What follows belongs to an exercise in optimizing a design on an open flow for small area; a production flow would make more cautious choices. Function was checked by simulation only, so behaviour that the tests miss may differ from the original. Power is estimated from default activity; no workload was simulated.

**config.mk**
```make
export PLATFORM = sky130hd
export DESIGN_NAME = stats_top
export DESIGN_NICKNAME = stats_top
export VERILOG_FILES = /design/flow/design.v
export SDC_FILE = /design/flow/constraint.sdc
export NUM_CORES = 4
export LEC_CHECK = 0
export CAP_MARGIN = 20
export CORE_MARGIN = 2
export CORE_UTILIZATION = 40
export SLEW_MARGIN = 20
```
**constraint.sdc**
```tcl
create_clock -name core_clock -period 5.0 [get_ports {clk}]
set_input_delay 1.0000 -clock core_clock [delete_from_list [all_inputs] [get_ports {clk}]]
set_output_delay 1.0000 -clock core_clock [all_outputs]
set_load 0.01 [all_outputs]
```
**design.v**
```verilog
package pkt_meta_pkg;
    typedef struct packed {
        logic valid;
        logic sop;
        logic eop;
    } pkt_mark_t;
    typedef enum logic [3:0] {
        ACTION_NOMATCH = 4'd0,
        ACTION_MATCH   = 4'd1,
        ACTION_DROP    = 4'd2,
        ACTION_FORWARD = 4'd3
    } pdu_action_e;
    typedef struct packed {
        pdu_action_e action;
        logic [23:0] tag;
    } pdu_meta_t;
    typedef logic [4*16-1:0] fill_vec_t;
endpackage
package stats_reg_pkg;
    typedef enum logic [8-1:0] {
        REG_IN_PKT          = 8'd0,
        REG_OUT_PKT         = 8'd1,
        REG_DMA_PKT         = 8'd2,
        REG_CPU_NOMATCH_PKT = 8'd3,
        REG_CPU_MATCH_PKT   = 8'd4,
        REG_CTRL            = 8'd5,
        REG_MAX_DM2SM       = 8'd6,
        REG_MAX_SM2PG       = 8'd7,
        REG_MAX_PG2NF       = 8'd8,
        REG_MAX_NF2PDU      = 8'd9
    } stat_reg_e;
    typedef struct packed {
        logic [4-1:0]                          sel;
        logic [30-4-8-1:0] rsvd;
        logic [8-1:0]                          ofs;
    } status_addr_t;
    typedef struct packed {
        logic               read;
        logic               write;
        status_addr_t       addr;
        logic [32-1:0] writedata;
    } status_req_t;
    typedef struct packed {
        logic               valid;
        logic [32-1:0] readdata;
    } status_resp_t;
    typedef struct packed {
        logic [32-1:0] in_pkt;
        logic [32-1:0] out_pkt;
        logic [32-1:0] dma_pkt;
        logic [32-1:0] cpu_nomatch_pkt;
        logic [32-1:0] cpu_match_pkt;
    } evt_count_t;
    typedef logic [4*32-1:0] peak_vec_t;
    typedef struct packed {
        evt_count_t evt;
        peak_vec_t  peak;
    } stat_snapshot_t;
endpackage
`timescale 1ns/10ps
module pkt_event_counter (
    input  logic                      clk_pkt,
    input  logic                      rst_pkt,
    input  pkt_meta_pkg::pkt_mark_t   in_mark_i,
    input  pkt_meta_pkg::pkt_mark_t   out_mark_i,
    input  logic                      out_ready_i,
    input  logic                      rb_update_valid_i,
    input  logic                      disable_pcie_i,
    input  pkt_meta_pkg::pdu_meta_t   pdumeta_cpu_data_i,
    input  logic                      pdumeta_cpu_valid_i,
    input  logic                      pdumeta_cpu_ready_i,
    input  logic [4:0]                cnt_load_i,
    input  logic [32-1:0]        cnt_load_data_i,
    output logic                      pcie_rb_update_valid_o,
    output stats_reg_pkg::evt_count_t evt_count_o
);
    logic in_done;
    logic out_done;
    logic cpu_accept;
    assign in_done    = in_mark_i.valid & in_mark_i.eop;
    assign out_done   = out_mark_i.valid & out_mark_i.eop & out_ready_i;
    assign cpu_accept = pdumeta_cpu_valid_i & pdumeta_cpu_ready_i;
    assign pcie_rb_update_valid_o = rb_update_valid_i & ~disable_pcie_i;
    always_ff @(posedge clk_pkt) begin
        if (rst_pkt) begin
            evt_count_o <= '0;
        end else begin
            if (in_done) begin
                evt_count_o.in_pkt <= evt_count_o.in_pkt + 1'b1;
            end
            if (out_done) begin
                evt_count_o.out_pkt <= evt_count_o.out_pkt + 1'b1;
            end
            if (rb_update_valid_i) begin
                evt_count_o.dma_pkt <= evt_count_o.dma_pkt + 1'b1;
            end
            if (cpu_accept) begin
                case (pdumeta_cpu_data_i.action)
                    pkt_meta_pkg::ACTION_NOMATCH: begin
                        evt_count_o.cpu_nomatch_pkt <= evt_count_o.cpu_nomatch_pkt + 1'b1;
                    end
                    pkt_meta_pkg::ACTION_MATCH: begin
                        evt_count_o.cpu_match_pkt <= evt_count_o.cpu_match_pkt + 1'b1;
                    end
                    default: begin
                    end
                endcase
            end
            if (cnt_load_i[0]) evt_count_o.in_pkt          <= cnt_load_data_i;
            if (cnt_load_i[1]) evt_count_o.out_pkt         <= cnt_load_data_i;
            if (cnt_load_i[2]) evt_count_o.dma_pkt         <= cnt_load_data_i;
            if (cnt_load_i[3]) evt_count_o.cpu_nomatch_pkt <= cnt_load_data_i;
            if (cnt_load_i[4]) evt_count_o.cpu_match_pkt   <= cnt_load_data_i;
        end
    end
endmodule
`timescale 1ns/10ps
module fill_peak_tracker #(
    parameter int N_CH = 4
) (
    input  logic                     clk_pkt,
    input  logic                     rst_pkt,
    input  pkt_meta_pkg::fill_vec_t  fill_level_i,
    output stats_reg_pkg::peak_vec_t peak_o
);
    stats_reg_pkg::peak_vec_t fill_ext;
    always_comb begin
        fill_ext = '0;
        for (int ch = 0; ch < N_CH; ch++) begin
            fill_ext[ch*32 +: 32] = {{(32-16){1'b0}}, fill_level_i[ch*16 +: 16]};
        end
    end
    always_ff @(posedge clk_pkt) begin
        if (rst_pkt) begin
            peak_o <= '0;
        end else begin
            for (int ch = 0; ch < N_CH; ch++) begin
                if (fill_ext[ch*32 +: 32] > peak_o[ch*32 +: 32]) begin
                    peak_o[ch*32 +: 32] <= fill_ext[ch*32 +: 32];
                end
            end
        end
    end
endmodule
`timescale 1ns/10ps
module status_sync #(
    parameter int STAGES = 2
) (
    input  logic                          clk_status,
    input  stats_reg_pkg::evt_count_t     evt_count_i,
    input  stats_reg_pkg::peak_vec_t      peak_i,
    output stats_reg_pkg::stat_snapshot_t snapshot_o
);
    localparam int W = 5*32 + 4*32;
    stats_reg_pkg::stat_snapshot_t snap_in;
    logic [STAGES*W-1:0] stage_q;
    assign snap_in = {evt_count_i, peak_i};
    always_ff @(posedge clk_status) begin
        stage_q[0 +: W] <= snap_in;
        for (int s = 1; s < STAGES; s++) begin
            stage_q[s*W +: W] <= stage_q[(s-1)*W +: W];
        end
    end
    assign snapshot_o = stage_q[(STAGES-1)*W +: W];
endmodule
`timescale 1ns/10ps
module status_csr (
    input  logic                          clk_status,
    input  logic                          rst,
    input  stats_reg_pkg::status_req_t    status_req_i,
    input  stats_reg_pkg::stat_snapshot_t snapshot_i,
    output stats_reg_pkg::status_resp_t   status_resp_o,
    output logic [32-1:0]            ctrl_o,
    output logic [4:0]                    cnt_load_o,
    output logic [32-1:0]            cnt_load_data_o
);
    logic               rd_q;
    logic               wr_q;
    stats_reg_pkg::status_addr_t       addr_q;
    logic [32-1:0] wdata_q;
    logic               sel_hit;
    logic [32-1:0] rd_word;
    logic               resp_valid_q;
    logic [32-1:0] resp_data_q;
    logic [32-1:0] ctrl_q;
    always_ff @(posedge clk_status) begin
        if (rst) begin
            rd_q <= 1'b0;
            wr_q <= 1'b0;
        end else begin
            rd_q <= status_req_i.read;
            wr_q <= status_req_i.write;
        end
    end
    always_ff @(posedge clk_status) begin
        addr_q  <= status_req_i.addr;
        wdata_q <= status_req_i.writedata;
    end
    assign sel_hit = (addr_q.sel == 4'(0));
    always_comb begin
        case (addr_q.ofs)
            stats_reg_pkg::REG_IN_PKT:          rd_word = snapshot_i.evt.in_pkt;
            stats_reg_pkg::REG_OUT_PKT:         rd_word = snapshot_i.evt.out_pkt;
            stats_reg_pkg::REG_DMA_PKT:         rd_word = snapshot_i.evt.dma_pkt;
            stats_reg_pkg::REG_CPU_NOMATCH_PKT: rd_word = snapshot_i.evt.cpu_nomatch_pkt;
            stats_reg_pkg::REG_CPU_MATCH_PKT:   rd_word = snapshot_i.evt.cpu_match_pkt;
            stats_reg_pkg::REG_CTRL:            rd_word = ctrl_q;
            stats_reg_pkg::REG_MAX_DM2SM:       rd_word = snapshot_i.peak[0*32 +: 32];
            stats_reg_pkg::REG_MAX_SM2PG:       rd_word = snapshot_i.peak[1*32 +: 32];
            stats_reg_pkg::REG_MAX_PG2NF:       rd_word = snapshot_i.peak[2*32 +: 32];
            stats_reg_pkg::REG_MAX_NF2PDU:      rd_word = snapshot_i.peak[3*32 +: 32];
            default:             rd_word = 32'hDEADBEEF;
        endcase
    end
    always_ff @(posedge clk_status) begin
        if (rst) begin
            resp_valid_q <= 1'b0;
            ctrl_q       <= '0;
        end else begin
            resp_valid_q <= rd_q & sel_hit;
            if (wr_q && sel_hit) begin
                ctrl_q <= (addr_q.ofs == stats_reg_pkg::REG_CTRL) ? wdata_q : '0;
            end
        end
    end
    always_ff @(posedge clk_status) begin
        if (rd_q && sel_hit) begin
            resp_data_q <= rd_word;
        end
    end
    assign status_resp_o = {resp_valid_q, resp_data_q};
    assign ctrl_o        = ctrl_q;
    always_comb begin
        cnt_load_o = '0;
        if (wr_q && sel_hit && addr_q.ofs <= stats_reg_pkg::REG_CPU_MATCH_PKT) begin
            cnt_load_o[addr_q.ofs[2:0]] = 1'b1;
        end
    end
    assign cnt_load_data_o = wdata_q;
endmodule
`timescale 1ns/10ps
module stats_top (
    input  logic                 clk,
    input  logic                 rst_pkt,
    input  logic                 rst,
    input  logic [2:0]           in_mark_i,            
    input  logic [2:0]           out_mark_i,           
    input  logic                 out_ready_i,
    input  logic                 rb_update_valid_i,
    input  logic                 disable_pcie_i,
    output logic                 pcie_rb_update_valid_o,
    input  logic [27:0]          pdumeta_cpu_data_i,   
    input  logic                 pdumeta_cpu_valid_i,
    input  logic                 pdumeta_cpu_ready_i,
    input  logic [63:0]          fill_level_i,         
    input  logic [63:0]          status_req_i,         
    output logic [32:0]          status_resp_o,        
    output logic [32-1:0]   ctrl_o
);
    stats_reg_pkg::evt_count_t         evt_count;
    stats_reg_pkg::peak_vec_t          peak;
    stats_reg_pkg::stat_snapshot_t     snapshot;
    logic [4:0]         cnt_load;
    logic [32-1:0] cnt_load_data;
    pkt_event_counter evt_cnt_i (
        .clk_pkt                (clk),
        .rst_pkt                (rst_pkt),
        .in_mark_i              (in_mark_i),
        .out_mark_i             (out_mark_i),
        .out_ready_i            (out_ready_i),
        .rb_update_valid_i      (rb_update_valid_i),
        .disable_pcie_i         (disable_pcie_i),
        .pdumeta_cpu_data_i     (pdumeta_cpu_data_i),
        .pdumeta_cpu_valid_i    (pdumeta_cpu_valid_i),
        .pdumeta_cpu_ready_i    (pdumeta_cpu_ready_i),
        .cnt_load_i             (cnt_load),
        .cnt_load_data_i        (cnt_load_data),
        .pcie_rb_update_valid_o (pcie_rb_update_valid_o),
        .evt_count_o            (evt_count)
    );
    fill_peak_tracker #(.N_CH(4)) peak_i (
        .clk_pkt      (clk),
        .rst_pkt      (rst_pkt),
        .fill_level_i (fill_level_i),
        .peak_o       (peak)
    );
    status_sync #(.STAGES(2)) sync_i (
        .clk_status  (clk),
        .evt_count_i (evt_count),
        .peak_i      (peak),
        .snapshot_o  (snapshot)
    );
    status_csr csr_i (
        .clk_status      (clk),
        .rst             (rst),
        .status_req_i    (status_req_i),
        .snapshot_i      (snapshot),
        .status_resp_o   (status_resp_o),
        .ctrl_o          (ctrl_o),
        .cnt_load_o      (cnt_load),
        .cnt_load_data_o (cnt_load_data)
    );
endmodule
```
**run.sh**
```bash
#!/bin/bash
# synth_recipe.tcl (not shown) runs the flow's synth.tcl, then flattens the netlist and writes it again
# the make line also repeats each setting of config.mk as NAME=value (left out here)
make -C /OpenROAD-flow-scripts/flow DESIGN_CONFIG=/design/flow/config.mk WORK_HOME=/design/flow/orfs CLKGATE_MAP_FILE= SYNTH_SCRIPT=/design/flow/synth_recipe.tcl finish
```
==> results.tsv <==
stage	metric	value	unit
routing	First-pass DRT Iterations	9	
timing	worst slew pin tran	1120	ps
die	FP Rows	94	
timing	endpoints failing hold	0	
yosys	Main synth FF type	dfxtp_1	
finish	Finished Layout Cells	3617	
hold_path	worst hold path class	flop to flop	
clocking	post-cts sizing count	0	
yosys	Yosys top cell by area	dfxtp_1	
setup_path	Setup crit end kind	flop	
power_and_ir_drop	Leak	11.8	nW
yosys	asr flop ratio synth	0	%
timing	Slew HR	24.6	%
clocking	CTS Sinks	783	
global_route	Total GRT Usage	23.6	%
yosys	Syn Nets	2754	
power_and_ir_drop	Power Density	416	nW/um^2
placement	Post-DP Area	29400	sq um
clocking	cts bufs inserted	82	
yosys	Synthesis Warnings	4	
timing	Peak Freq	288	MHz
yosys	most instantiated cells after synthesis	dfxtp_1, nor2_1, nand2_1, a211oi_1, clkbuf_1	
setup_path	R2R cell count	6	
yosys	Mean Syn Cell Area	10.6	sq um
finish	fillers	5873	
timing	skew final	35.0	ps
placement	Post-DP HPWL	59400	um
routing	antenna-violating nets left	0	
die	I/O pin cnt	236	
yosys	sequential fraction of the synthesis area	60.1	%
timing	Final period util	69.4	%
clocking	CTS root buf	clkbuf_16	
timing	Post-Route Setup TNS	0	ps
setup_path	Req. time, crit path	5470	ps
setup_path	setup slack, reg-to-reg	1530	ps
clocking	CTS tree	done	
timing	setup violators final	0	
routing	Starting DRT DRC Count	2266	
finish	Final #Nets	2935	
global_route	GR peak layer	met2	
yosys	Yosys reg bits	783	
routing	final WL	82800	um
setup_path	critical-path maximum fanout	20	
hold_path	WHS Path Cells	0	
timing	Final Max Tran Viols	0	
yosys	most frequent cell after synthesis	dfxtp_1	
die	Core ar.	65900	sq um
yosys	EDFF count, synth	32	
setup_path	Worst R2R End	csr_i.resp_data_q[0]$_DFFE_PP_	
hold_path	Hold Path End	sync_i.stage_q[467]$_DFF_P_	
clocking	Clock transition at path regs	60	ps
setup_path	Worst R2R Start	csr_i.addr_q[4]$_DFF_P_	
flow_run	Max Cap Viol	0	
timing	RSZ-0062 raised after global routing	no	
clocking	hold buffer count at CTS	0	
die	vertical die dimension	262	um
clocking	Clock Tree Buf Depth	3	
routing	vias per cell	5.51	
global_route	antenna violations before repair	2	
yosys	post-synth top area share	56.5	%
die	Die Area	68600	sq um
routing	via count	19900	
global_route	met3 Track Usage GR	5.97	%
finish	area grow syn2layout	20.8	%
global_route	pin count of the biggest net entering global routing	81	
clocking	H-tree depth	3	
yosys	Netlist cell types	71	
timing	post-layout min period	3470	ps
clocking	Clock Latency Late Sink	640	ps
yosys	Post-Syn Instances	2510	
setup_path	worst setup path class	flop to flop	
routing	wire length per cell	22.9	um
die	initial cell density of the core	40.4	%
placement	Final Wtd Congestion	0.907	
hold_path	Worst Min Path Start	sync_i.stage_q[179]$_DFF_P_	
placement	Cells after DPL	3470	
global_route	total gr overflow	0	
clocking	postcts setup bufs	0	
placement	Port Buffers	191	
yosys	Cell Area, Synth	26600	sq um
global_route	first-pass GRT wire length	120000	um
setup_path	crit start category	flop	
power_and_ir_drop	VDD IR max	0.000236	V
global_route	vias in the first global route	18800	
die	die width	262	um
global_route	GR Util met2	36.4	%
routing	DRC	0	
setup_path	WP data arrival	3940	ps
outcome	status	complete, no violations	
finish	Diodes inserted	0	
yosys	Area contributors post-synth	dfxtp_1, a211oi_1, edfxtp_1	
global_route	GR Util met1	32.4	%
finish	fin area	32200	sq um
finish	fin util	48.8	%
finish	layout cells sized above 1	7.48	%
worst max-delay path by stage:
stage	from	end	slack (ps)
after floorplan	fill_level_i[46]	peak_i.peak_o[69]$_SDFFE_PP0N_	2020
after global placement	fill_level_i[27]	peak_i.peak_o[41]$_SDFFE_PP0N_	1220
after detailed placement	fill_level_i[27]	peak_i.peak_o[37]$_SDFFE_PP0N_	1160
after CTS	rb_update_valid_i	pcie_rb_update_valid_o	1610
after global routing	csr_i.addr_q[4]$_DFF_P_	evt_cnt_i.evt_count_o[23]$_SDFFE_PP0P_	1470
final	csr_i.addr_q[4]$_DFF_P_	csr_i.resp_data_q[0]$_DFFE_PP_	1530
sequential cells by signal, indices dropped and copies added, names as in the netlist:
signal                 cells
csr_i.rd_q                 1
csr_i.resp_data_q         32
csr_i.addr_q              12
peak_i.peak_o             64
csr_i.wr_q                 1
evt_cnt_i.evt_count_o    160
csr_i.wdata_q             32
csr_i.resp_valid_q         1
sync_i.stage_q           448
csr_i.ctrl_q              32
power breakdown:
| group | leakage [nW] | switching (W) | internal [W] | total (W) |
|---|---|---|---|---|
| sequential | 6.47 | 0.000206 | 0.00650 | 0.00671 |
| combinational | 4.00 | 0.000326 | 0.000286 | 0.000612 |
| clock | 1.35 | 0.00251 | 0.00355 | 0.00605 |
| total | 11.8 | 0.00304 | 0.0103 | 0.0134 |
cell usage in the layout (no fill, tap or decap), types with 8 or more instances in the layout:
cell and n:
a22o_1 8, clkbuf_1 12, mux2i_1 72, a21oi_1 36
nand3_1 84, nor2_1 226, clkbuf_16 85, or3_1 35
a22oi_1 89, buf_4 36, nand2_1 221, nand4_1 63
ha_1 74, a211oi_1 128, and2_1 11, clkdlybuf4s50_1 189
edfxtp_1 32, nor2b_1 11, a222oi_1 12, a221oi_1 15
and4_1 20, dfxtp_1 751, xnor2_1 72, a311oi_1 28
clkinv_2 18, clkbuf_8 18, nor4_1 32, xor2_1 48
and3_1 18, o21ai_0 45, nor3_1 32, or4_1 8
inv_1 97
area by class of cell:
class / count / area [sq um] / area share [%]
multi-input cells: 1500 / 9820 / 30.5
well taps: 864 / 1080 / 3.36
repair buffers: 226 / 2170 / 6.74
inverters: 98 / 370 / 1.15
clock buffers: 115 / 2420 / 7.53
flip-flops and latches: 783 / 16000 / 49.7
clock inverters: 31 / 302 / 0.938
layer usage:
metal,vias up,wire length (um)
li1,9277,-
met1,9701,36100
met2,807,36900
met3,152,7230
met4,0,2550
met5,-,0
through the flow:
stage          setup WS, ps  hold WS [ps]  power (W)
2_1_floorplan          2020           310    0.00710
3_3_place_gp           1220           311    0.00744
3_5_place_dp           1160           312    0.00745
4_1_cts                1610           303     0.0135
5_1_grt                1470           307     0.0138
6_report               1530           298     0.0134
logic make-up (layout without fill, tap and decap cells):
family	count (synthesis)	in the layout	share of synthesized area [%]
buf+inv	227	470	3.27
compound gates	425	425	11.7
flops	783	783	60.1
simple gates	803	803	14.5
mux	78	78	2.96
fa+ha+maj	74	74	3.48
xor+xnor	120	120	3.95
worst max-delay path, stage by stage, from the launching register on:
cell,delay (ps)
dfxtp_1,310
or4_1,960
nor3_2,1010
buf_4,340
a22oi_1,230
and3_1,280
nand4_1,150

## separate check: timing with driven ports
In the flow no input, the clock included, has a driving cell. The finished layout below was timed again as built, in two steps. Step 1 sets driving cells, clkbuf_16 on the clock port and buf_2 on the other inputs (assumed; they add their load-dependent delay and slew). Step 2 also shifts input and output timing later by t, the mid clock arrival at the registers, as if the neighbouring blocks saw the same clock. a / b / c = ideal ports / drivers / drivers and shift; a / b = the first two.
shift t [ns]: 0.689
slack for setup (ns): 1.528 / 1.528 / 1.154
hold WS [ns]: 0.298 / 0.298 / 0.298
slew at the worst register clock pin (ns): 0.07 / 0.07
After both steps this run still meets setup and hold. The setup slack of this run moves by 0.000 ns with the drivers and by -0.374 ns with both steps.
